From an optimization exercise on the open Yosys and OpenROAD flow, aimed at small area; shortcuts taken in it are not production practice. At most, simulation tests tie the RTL to the original design; equivalence was not proved.

==> yarrow: inputs <==
// angle_slew_limiter_unit
module angle_slew_limiter_unit
(
    input  logic               clk,
    input  logic               rst_n,
    input  logic               cfg_valid,
    output logic               cfg_ready,
    input  logic [31:0]        cfg_max_rate,
    input  logic               frame_valid,
    output logic               frame_ready,
    input  logic signed [15:0] frame_tgt_x,
    input  logic signed [15:0] frame_tgt_y,
    input  logic signed [15:0] frame_src_x,
    input  logic signed [15:0] frame_src_y,
    input  logic [31:0]        frame_stamp_us,
    output logic               result_valid,
    input  logic               result_ready,
    output logic signed [15:0] result_angle,
    output logic               result_was_limited,
    output logic               result_was_held
);
    localparam logic [2:0] S_IDLE = 3'd0;
    localparam logic [2:0] S_CORD = 3'd1;
    localparam logic [2:0] S_MUL  = 3'd2;
    localparam logic [2:0] S_WAIT = 3'd3;
    localparam logic [2:0] S_PA   = 3'd4;
    localparam logic [2:0] S_PB   = 3'd5;
  ...
clock: 7.5 ns
lec_check: 0
cap_margin: 20
core_margin: 2
core_utilization: 65
slew_margin: 20
standard.sh (not shown) runs the stock make flow with config.mk's settings and CLKGATE_MAP_FILE= SYNTH_SCRIPT=/design/flow/synth_recipe.tcl, a recipe that flattens the netlist after the stock synthesis.
==> flow/flow/run.sh <==
#!/bin/bash
# Layout: the standard flow (standard.sh) unchanged, except that
#  - the port buffers that global placement inserts are buf_1 cells, and
#  - clock tree synthesis uses clkbuf_4 and clkbuf_8 buffers and adds no dummy loads.
export BUFFER_PORTS_ARGS="-buffer_cell sky130_fd_sc_hd__buf_1"
export CTS_ARGS="-sink_clustering_enable -repair_clock_nets -buf_list \"sky130_fd_sc_hd__clkbuf_4 sky130_fd_sc_hd__clkbuf_8\" -dont_use_dummy_load"
bash standard.sh "$@" > run_standard.log 2>&1
==> zinc (differences from yarrow) <==
--- a/flow/design.v
+++ b/flow/design.v
@@ -284,50 +284,51 @@
     output logic signed [15:0] result_angle,
     output logic               result_was_limited,
     output logic               result_was_held
 );
     localparam logic [2:0] S_IDLE = 3'd0;
     localparam logic [2:0] S_CORD = 3'd1;
     localparam logic [2:0] S_MUL  = 3'd2;
-    localparam logic [2:0] S_WAIT = 3'd3;
+    localparam logic [2:0] S_WT   = 3'd3;    
     localparam logic [2:0] S_PA   = 3'd4;
     localparam logic [2:0] S_PB   = 3'd5;
-    localparam logic [2:0] S_ACC  = 3'd6;
-    localparam logic [2:0] S_MW   = 3'd7;
+    localparam logic [2:0] S_PC   = 3'd6;
+    localparam logic [2:0] S_ACC  = 3'd7;
     logic [2:0]  st_q, st_n;
     logic [4:0]  ph_q, ph_n;
     logic [5:0]  cnt_q, cnt_n;
-    logic        vec_q, vec_n;
     logic [31:0] rate_q, rate_n;
     logic [16:0] lr_q, lr_n;        
-    logic        rz_q, lz_q, cz_q;    
+    logic        rok_q, lok_q;        
     logic        xnz_q, hz_q, hz_n;
     logic [15:0] cur_q, cur_n;
     logic        rv_q, rv_n;
     logic        lim_q, lim_n;
-    logic        held_q, held_n;
     logic [16:0] xn_q, yn_q, x_q, y_q, l_q, l_n, h_q, h_n;
+    logic [33:0] rg_q;              
     logic        cx_q, cx_n, cy_q, cy_n, cl_q, cl_n, ch_q, ch_n;
     logic        dir_q, dir_n, ysgn_q, ysgn_n, ynz_q, ynz_n;
     logic        bw_q, bw_n, dq0_q, dd1_q, dd2_q, rc1n_q, rc2n_q;
     logic        sat_q, sat_n, dneg_q, dneg_n;
-    logic        b1_q, b1_n, b2_q, b2_n, c3_q, c3_n;
+    logic        b1_q, b1_n;
     wire ph0  = (ph_q == 5'd0);
     wire ph15 = (ph_q == 5'd15);
     wire ph16 = ph_q[4];
     wire cord    = (st_q == S_CORD);
-    wire ld      = cord && (cnt_q == 6'd0);
-    wire it      = cord && (cnt_q != 6'd0);
-    wire xy_live = cord && (cnt_q != 6'd16);
+    wire vec_q   = cnt_q[5];
+    wire ld      = cord && (cnt_q[4:0] == 5'd0);
+    wire it      = cord && (cnt_q[4:0] != 5'd0);
+    wire xy_live = cord && (cnt_q[4:0] != 5'd16);
     wire mul     = (st_q == S_MUL);
     wire pa      = (st_q == S_PA);
     wire pb      = (st_q == S_PB);
+    wire pc      = (st_q == S_PC);
     wire [3:0] cc4 = cnt_q[3:0];    
-    wire        inj_t = (st_q == S_MW) && ph16;
-    wire        inj_s = cord && !vec_q && (cnt_q == 6'd16) && ph16;
+    wire        inj_t = (st_q == S_WT) && !cnt_q[5] && ph16;
+    wire        inj_s = cord && (cnt_q == 6'd16) && ph16;
     wire [33:0] vin_t = {frame_tgt_y[15], frame_tgt_y, frame_tgt_x[15], frame_tgt_x};
     wire [33:0] vin_s = {frame_src_y[15], frame_src_y, frame_src_x[15], frame_src_x};
     logic [33:0] vin;
     always_comb
         for (int m = 0; m <= 33; m++)
             vin[m] = (inj_t & vin_t[m]) | (inj_s & vin_s[m]);
     wire        neg = vec_q ? frame_src_x[15] : frame_tgt_x[15];
@@ -362,43 +363,34 @@
     assign {cx_n, xs} = {1'b0, xa} + {1'b0, xb} + {1'b0, cxu};
     assign {cy_n, ys} = {1'b0, ya} + {1'b0, yb} + {1'b0, cyu};
     wire xin = (xy_live & xs) | vin[16];
     wire yin = (xy_live & ys) | vin[33];
     assign hz_n = (ld && ph16) ? ((vec_q & hz_q) | (~xnz_q & ~ynz_q)) : hz_q;
     always_comb
     begin
-        ynz_n  = ynz_q;
+        ynz_n  = ph0 ? yin : (ynz_q | yin);
         dir_n  = dir_q;
         ysgn_n = ysgn_q;
-        if (cord)
+        if (ph16)
         begin
-            ynz_n = ph0 ? yin : (ynz_q | yin);
-            if (ph16)
-            begin
-                dir_n  = ~yin & ynz_q;
-                ysgn_n = yin;
-            end
+            dir_n  = ~yin & ynz_q;
+            ysgn_n = yin;
         end
     end
     wire [1:0]  atb  = asl_pkg::atan_bits({cc4, ph_q[3:0]});
     wire        tl   = atb[0];
     wire        th   = atb[1];
     wire        zsub = vec_q ? dir_q : ~dir_q;
     logic la, lb, lc0, ha, hb, hc0;
     always_comb
     begin
-        if (ld && !vec_q)
-        begin
-            la = 1'b0;    lb = ph15;              lc0 = 1'b0;
-            ha = 1'b0;    hb = ph15 & neg;        hc0 = 1'b0;
-        end
-        else if (ld)
+        if (ld)
         begin
-            la = 1'b0;    lb = ~ph15 & ~ph16;     lc0 = 1'b0;
-            ha = h_q[0];  hb = ph15 & neg;        hc0 = cl_q;
+            la = 1'b0;            lb = ~ph15 & ~ph16;   lc0 = ~vec_q;
+            ha = vec_q & h_q[0];  hb = ph15 & neg;      hc0 = vec_q & cl_q;
         end
         else if (it)
         begin
             la = l_q[0];  lb = tl ^ zsub;         lc0 = zsub;
             ha = h_q[0];  hb = th ^ zsub;         hc0 = cl_q;
         end
         else
@@ -412,20 +404,22 @@
         end
     end
     wire clu = ph0 ? lc0 : cl_q;
     wire chu = ph0 ? hc0 : ch_q;
     logic zl, zh;
     assign {cl_n, zl} = {1'b0, la} + {1'b0, lb} + {1'b0, clu};
     assign {ch_n, zh} = {1'b0, ha} + {1'b0, hb} + {1'b0, chu};
+    localparam logic [33:0] RPOL = 34'h000300400;
+    assign {yn_q, xn_q} = rg_q ^ RPOL;
     assign x_q = ~xn_q;
     assign y_q = ~yn_q;
     wire [33:0] ccn = {yn_q, xn_q};
     wire        lsh  = mul & ~cnt_q[5];
     wire        stb  = frame_stamp_us[cnt_q[4:0]];
-    wire        l0   = ~lz_q & (cnt_q[4] ? h_q[2] : l_q[1]);
+    wire        l0   = lok_q & (cnt_q[4] ? h_q[2] : l_q[1]);
     wire        bwu  = (cnt_q == 6'd0) ? 1'b0 : bw_q;
     wire        d0  = lsh & (stb ^ l0 ^ bwu);
     assign bw_n = (~stb & l0) | (~(stb ^ l0) & bwu);
     logic [32:0] man, mpn, msn;
     logic [33:0] mcn;
     always_comb
     begin
@@ -462,116 +456,111 @@
         if (!mul)
             ccn_n[16] = ~xin;
     end
     wire mp0  = ~msn[0];
     wire wr_l = mul && (cnt_q >= 6'd17) && (cnt_q <= 6'd31);
     assign lr_n = {wr_l ? mp0 : lr_q[0], lr_q[16:1]};
     assign l_n  = {pa ? stb : zl, l_q[16:1]};
-    assign h_n  = {pb ? stb : zh, h_q[16:1]};
+    assign h_n  = {pc ? stb : (pa ? csum : zh), h_q[16:1]};
     always_comb
     begin
         sat_n = sat_q;
         if (mul && (cnt_q == 6'd32))
             sat_n = mp0;
-        else if ((mul && (cnt_q > 6'd32)) || (st_q == S_MW))
+        else if ((mul && (cnt_q > 6'd32)) || ((st_q == S_WT) && !cnt_q[5]))
             sat_n = sat_q | mp0;
     end
-    wire rate_nz = ~rz_q & (|rate_q);
+    wire rate_nz = rok_q & (|rate_q);
     wire sat_e   = sat_q | ~rate_nz;
     wire held    = hz_q;
     wire dj   = zh;
-    wire cj   = cur_q[0] & ~cz_q;
+    wire cj   = cur_q[0] & lok_q;
     wire de   = held ? cj : dj;
     wire limj = sat_e ? ph15 : (~ph16 & ~ph15 & lr_q[16]);
-    wire b1u   = ph0 ? (pb & dneg_q) : b1_q;
-    wire delta = de ^ cj ^ b1u;
-    wire b1a   = (~de & cj) | (~(de ^ cj) & b1u);
-    wire b2u   = ph0 ? 1'b0 : b2_q;
-    assign b2_n = (~limj & delta) | (~(limj ^ delta) & b2u);
-    wire c3u   = ph0 ? 1'b0 : c3_q;
-    logic s2;
-    assign {c3_n, s2} = {1'b0, delta} + {1'b0, limj} + {1'b0, c3u};
-    wire lbx  = limj ^ dneg_q;
-    logic nsum, c4;
-    assign {c4, nsum} = {1'b0, cj} + {1'b0, lbx} + {1'b0, b1u};
-    wire newb = lim_q ? nsum : de;
-    assign b1_n = pa ? b1a : c4;
+    wire dh = h_q[0];
+    logic ca, cb, cc0;
+    always_comb
+    begin
+        if (pa)
+        begin
+            ca = de;    cb = ~cj;                                  cc0 = 1'b1;
+        end
+        else if (pb)
+        begin
+            ca = limj;  cb = dh ^ ~dneg_q;                         cc0 = ~dneg_q;
+        end
+        else
+        begin
+            ca = cj;    cb = lim_q ? (limj ^ dneg_q) : dh;         cc0 = lim_q & dneg_q;
+        end
+    end
+    wire ccu = ph0 ? cc0 : b1_q;
+    logic csum;
+    assign {b1_n, csum} = {1'b0, ca} + {1'b0, cb} + {1'b0, ccu};
     always_comb
     begin
         cur_n  = cur_q;
         lim_n  = lim_q;
-        held_n = held_q;
         dneg_n = dneg_q;
-        if ((pa || pb) && !ph16)
-            cur_n = {pa ? cj : newb, cur_q[15:1]};
+        if ((pa || pc) && !ph16)
+            cur_n = {pa ? cj : csum, cur_q[15:1]};
         if (pa && ph15)
-        begin
-            lim_n  = (~delta & b2_n) | (delta & s2);
-            dneg_n = delta;
-            held_n = held;
-        end
+            dneg_n = csum;
+        if (pb && ph15)
+            lim_n = dneg_q ? csum : ~b1_n;
     end
     assign cfg_ready   = 1'b1;
     assign frame_ready = (st_q == S_ACC);
     assign rate_n = cfg_valid ? cfg_max_rate : rate_q;
     assign ph_n   = ph16 ? 5'd0 : (ph_q + 5'd1);
     always_comb
     begin
         st_n  = st_q;
         cnt_n = cnt_q;
-        vec_n = vec_q;
         rv_n  = rv_q & ~result_ready;
         case (st_q)
             S_IDLE:
-                if (frame_valid && ph15)
+                if (frame_valid && ph15 && !rv_q)
                 begin
                     st_n  = S_MUL;
                     cnt_n = 6'd0;
                 end
             S_CORD:
                 if (ph16)
                 begin
                     if (cnt_q == 6'd16)
-                    begin
-                        cnt_n = 6'd0;
-                        if (!vec_q)
-                            vec_n = 1'b1;
-                        else
-                            st_n = S_WAIT;
-                    end
+                        cnt_n = 6'd32;
+                    else if (cnt_q == 6'd48)
+                        st_n = S_WT;
                     else
                         cnt_n = cnt_q + 6'd1;
                 end
             S_MUL:
             begin
                 cnt_n = cnt_q + 6'd1;
                 if (cnt_q == 6'd63)
-                    st_n = S_MW;
+                    st_n = S_WT;         
             end
-            S_MW:
+            S_WT:
                 if (ph16)
                 begin
-                    st_n  = S_CORD;
-                    cnt_n = 6'd0;
-                    vec_n = 1'b0;
-                end
-            S_WAIT:
-                if (ph16 && !rv_n)
-                begin
-                    st_n  = S_PA;
+                    st_n  = cnt_q[5] ? S_PA : S_CORD;
                     cnt_n = 6'd0;
                 end
             S_PA:
             begin
                 if (!ph16)
                     cnt_n = cnt_q + 6'd1;
                 else
                     st_n = S_PB;
             end
             S_PB:
+                if (ph16)
+                    st_n = S_PC;
+            S_PC:
             begin
                 cnt_n = cnt_q + 6'd1;
                 if (ph16)
                     st_n = S_ACC;
             end
             S_ACC:
                 if (frame_valid)
@@ -585,64 +574,56 @@
     end
     always_ff @(posedge clk or negedge rst_n)
     begin
         if (!rst_n)
         begin
             st_q   <= S_IDLE;
             ph_q   <= 5'd0;
-            rz_q   <= 1'b1;
-            lz_q   <= 1'b1;
-            cz_q   <= 1'b1;
+            rok_q  <= 1'b0;
+            lok_q  <= 1'b0;
             rv_q   <= 1'b0;
         end
         else
         begin
             st_q   <= st_n;
             ph_q   <= ph_n;
             if (cfg_valid)
-                rz_q <= 1'b0;
-            if (pb && ph16)
-                lz_q <= 1'b0;
-            if (pb && ph16)
-                cz_q <= 1'b0;
+                rok_q <= 1'b1;
+            if (pc && ph16)
+                lok_q <= 1'b1;
             rv_q   <= rv_n;
         end
     end
     always_ff @(posedge clk)
     begin
-        xn_q   <= ccn_n[16:0];
+        rg_q   <= ccn_n ^ RPOL;
         rate_q <= rate_n;
         lr_q   <= lr_n;
         cur_q  <= cur_n;
         xnz_q  <= ph0 ? xin : (xnz_q | xin);
         hz_q   <= hz_n;
         cnt_q  <= cnt_n;
-        vec_q  <= vec_n;
         dq0_q  <= d0;
         dd1_q  <= dq0_q;
         dd2_q  <= dd1_q;
         rc1n_q <= mcn[11];
         rc2n_q <= mcn[22];
-        yn_q   <= ccn_n[33:17];
         l_q    <= l_n;
         h_q    <= h_n;
         cx_q   <= cx_n;
         cy_q   <= cy_n;
         cl_q   <= cl_n;
         ch_q   <= ch_n;
         dir_q  <= dir_n;
         ysgn_q <= ysgn_n;
         ynz_q  <= ynz_n;
         bw_q   <= bw_n;
         sat_q  <= sat_n;
         dneg_q <= dneg_n;
         b1_q   <= b1_n;
-        b2_q   <= b2_n;
-        c3_q   <= c3_n;
         lim_q  <= lim_n;
-        held_q <= held_n;
     end
     assign result_valid       = rv_q;
     assign result_angle       = cur_q;
     assign result_was_limited = lim_q;
-    assign result_was_held    = held_q;
+    assign result_was_held    = hz_q;
 endmodule
==> flow/flow/run.sh (replaced) <==
#!/bin/bash
# Layout: the standard flow (standard.sh) unchanged, except that
#  - the port buffers that global placement inserts are buf_1 cells, and
#  - clock tree synthesis uses clkbuf_8 buffers and adds no dummy loads.
export BUFFER_PORTS_ARGS="-buffer_cell sky130_fd_sc_hd__buf_1"
export CTS_ARGS="-sink_clustering_enable -repair_clock_nets -buf_list sky130_fd_sc_hd__clkbuf_8 -dont_use_dummy_load"
bash standard.sh "$@" > run_standard.log 2>&1
==> sierra (differences from yarrow) <==
--- a/flow/design.v
+++ b/flow/design.v
@@ -354,17 +354,18 @@
         begin
             xa = x_q[0];  xb = tap_y ^ ~dir_q;  xc0 = ~dir_q;
             ya = y_q[0];  yb = tap_x ^ dir_q;   yc0 = dir_q;
         end
     end
     wire cxu = ph0 ? xc0 : cx_q;
     wire cyu = ph0 ? yc0 : cy_q;
-    logic xs, ys;
-    assign {cx_n, xs} = {1'b0, xa} + {1'b0, xb} + {1'b0, cxu};
-    assign {cy_n, ys} = {1'b0, ya} + {1'b0, yb} + {1'b0, cyu};
+    wire xs  = xa ^ xb ^ cxu;
+    wire ys  = ya ^ yb ^ cyu;
+    assign cx_n = (xa & xb) | (cxu & (xa ^ xb));
+    assign cy_n = (ya & yb) | (cyu & (ya ^ yb));
     wire xin = (xy_live & xs) | vin[16];
     wire yin = (xy_live & ys) | vin[33];
     assign hz_n = (ld && ph16) ? ((vec_q & hz_q) | (~xnz_q & ~ynz_q)) : hz_q;
     always_comb
     begin
         ynz_n  = ynz_q;
         dir_n  = dir_q;
@@ -409,17 +410,18 @@
         if (ph16 && cord)
         begin
             la = 1'b1;    lb = 1'b0;
         end
     end
     wire clu = ph0 ? lc0 : cl_q;
     wire chu = ph0 ? hc0 : ch_q;
-    logic zl, zh;
-    assign {cl_n, zl} = {1'b0, la} + {1'b0, lb} + {1'b0, clu};
-    assign {ch_n, zh} = {1'b0, ha} + {1'b0, hb} + {1'b0, chu};
+    wire zl  = la ^ lb ^ clu;
+    wire zh  = ha ^ hb ^ chu;
+    assign cl_n = (la & lb) | (clu & (la ^ lb));
+    assign ch_n = (ha & hb) | (chu & (ha ^ hb));
     assign x_q = ~xn_q;
     assign y_q = ~yn_q;
     wire [33:0] ccn = {yn_q, xn_q};
     wire        lsh  = mul & ~cnt_q[5];
     wire        stb  = frame_stamp_us[cnt_q[4:0]];
     wire        l0   = ~lz_q & (cnt_q[4] ? h_q[2] : l_q[1]);
     wire        bwu  = (cnt_q == 6'd0) ? 1'b0 : bw_q;
@@ -430,29 +432,32 @@
     always_comb
     begin
         mcn[22] = rc2n_q;
         for (int k = 22; k <= 32; k++)
         begin
             man[k]   = ccn[k-2];
             mpn[k]   = ~(((k <= 31) ? (dd2_q & rate_q[k]) : 1'b0) | ((k == 22) ? 1'b0 : vin[k-3]));
-            {mcn[k+1], msn[k]} = {1'b0, man[k]} + {1'b0, mpn[k]} + {1'b0, mcn[k]};
+            msn[k]   = man[k] ^ mpn[k] ^ mcn[k];
+            mcn[k+1] = (man[k] & mpn[k]) | (mcn[k] & (man[k] ^ mpn[k]));
         end
         mcn[11] = rc1n_q;
         for (int k = 11; k <= 21; k++)
         begin
             man[k]   = (k <= 20) ? ccn[k-1] : msn[22];
             mpn[k]   = ~((dd1_q & rate_q[k]) | ((k == 11 || k == 18) ? 1'b0 : vin[k-2]));
-            {mcn[k+1], msn[k]} = {1'b0, man[k]} + {1'b0, mpn[k]} + {1'b0, mcn[k]};
+            msn[k]   = man[k] ^ mpn[k] ^ mcn[k];
+            mcn[k+1] = (man[k] & mpn[k]) | (mcn[k] & (man[k] ^ mpn[k]));
         end
         mcn[0] = 1'b1;
         for (int k = 0; k <= 10; k++)
         begin
             man[k]   = (k <= 9) ? ccn[k] : msn[11];
             mpn[k]   = ~((dq0_q & rate_q[k]) | ((k == 0) ? 1'b0 : vin[k-1]));
-            {mcn[k+1], msn[k]} = {1'b0, man[k]} + {1'b0, mpn[k]} + {1'b0, mcn[k]};
+            msn[k]   = man[k] ^ mpn[k] ^ mcn[k];
+            mcn[k+1] = (man[k] & mpn[k]) | (mcn[k] & (man[k] ^ mpn[k]));
         end
     end
     logic [33:0] ccn_n;
     always_comb
     begin
         for (int m = 0; m <= 9; m++)   ccn_n[m] = msn[m+1];
         for (int m = 10; m <= 19; m++) ccn_n[m] = msn[m+2];
@@ -484,19 +489,19 @@
     wire limj = sat_e ? ph15 : (~ph16 & ~ph15 & lr_q[16]);
     wire b1u   = ph0 ? (pb & dneg_q) : b1_q;
     wire delta = de ^ cj ^ b1u;
     wire b1a   = (~de & cj) | (~(de ^ cj) & b1u);
     wire b2u   = ph0 ? 1'b0 : b2_q;
     assign b2_n = (~limj & delta) | (~(limj ^ delta) & b2u);
     wire c3u   = ph0 ? 1'b0 : c3_q;
-    logic s2;
-    assign {c3_n, s2} = {1'b0, delta} + {1'b0, limj} + {1'b0, c3u};
+    wire s2    = delta ^ limj ^ c3u;
+    assign c3_n = (delta & limj) | (c3u & (delta ^ limj));
     wire lbx  = limj ^ dneg_q;
-    logic nsum, c4;
-    assign {c4, nsum} = {1'b0, cj} + {1'b0, lbx} + {1'b0, b1u};
+    wire nsum = cj ^ lbx ^ b1u;
+    wire c4   = (cj & lbx) | (b1u & (cj ^ lbx));
     wire newb = lim_q ? nsum : de;
     assign b1_n = pa ? b1a : c4;
     always_comb
     begin
         cur_n  = cur_q;
         lim_n  = lim_q;
         held_n = held_q;
==> flow/flow/run.sh (replaced) <==
#!/bin/bash
# Layout: the standard flow (standard.sh) unchanged, except that
#  - the port buffers that global placement inserts are buf_1 cells, and
#  - clock tree synthesis uses clkbuf_8 buffers and adds no dummy loads.
export BUFFER_PORTS_ARGS="-buffer_cell sky130_fd_sc_hd__buf_1"
export CTS_ARGS="-sink_clustering_enable -repair_clock_nets -buf_list sky130_fd_sc_hd__clkbuf_8 -dont_use_dummy_load"
bash standard.sh "$@" > run_standard.log 2>&1
==> results.yml <==
sta:
  min_period_ns: 6.47
layout:
  final_util: 0.744
  area_delta_synth_final_pct: 11.0
synth:
  synth_compound_area_frac: 0.119
drt:
  wl_um: 17800
status:
  status: "timing/DRC/antenna clean"
the above is filed under yarrow

==> results.yml <==
status:
  status: "timing/DRC/antenna clean"
layout:
  multi_input_cells: 415
  clockNetworkAreaShare: 0.0263
critical_path:
  crit_fanout: 21
synth:
  synth_compound_area_frac: 0.138
grt:
  antenna_found_initial: 0
  use_met3: 0.0680
sta:
  min_period_ns: 6.64
cts:
  cts_buffer_depth: 2
drt:
  wl_um: 19100
the above is filed under zinc

==> results.yml <==
layout:
  area_delta_synth_final_pct: 10.4
sta:
  min_period_ns: 5.72
synth:
  synth_compound_area_frac: 0.117
drt:
  wl_um: 18200
status:
  status: "timing/DRC/antenna clean"
the above is filed under sierra

The RTL of sierra was laid out without a check of its function.

-- port drivers added, routing unchanged --
No port has a modelled driver above. Below, the same layouts with a new extraction and two added sets of constraints.
Step 1: set_driving_cell puts a clkbuf_16 on clk and a buf_2 on each other input, an assumption about the parent block.
Step 2 also shifts input and output timing later by t, the mid clock arrival at the registers, as if the neighbouring blocks saw the same clock.
Three values: no drivers, after step 1, after step 2; two values: the first two.
run | t (ns) | setup slack, ns | worst setup path at the end | worst slew at a driven data input, ns
yarrow | 0.467 | 1.031 / 1.031 / 1.031 | register to register | 0.05
zinc | 0.473 | 0.858 / 0.858 / 0.858 | register to register | 0.05
sierra | 0.470 | 1.778 / 1.778 / 1.679 | input to register | 0.04
After both steps setup and hold are still met in every run listed. The setup slack of sierra, which loses most, moves by 0.000 ns with the drivers and by -0.099 ns with both steps.
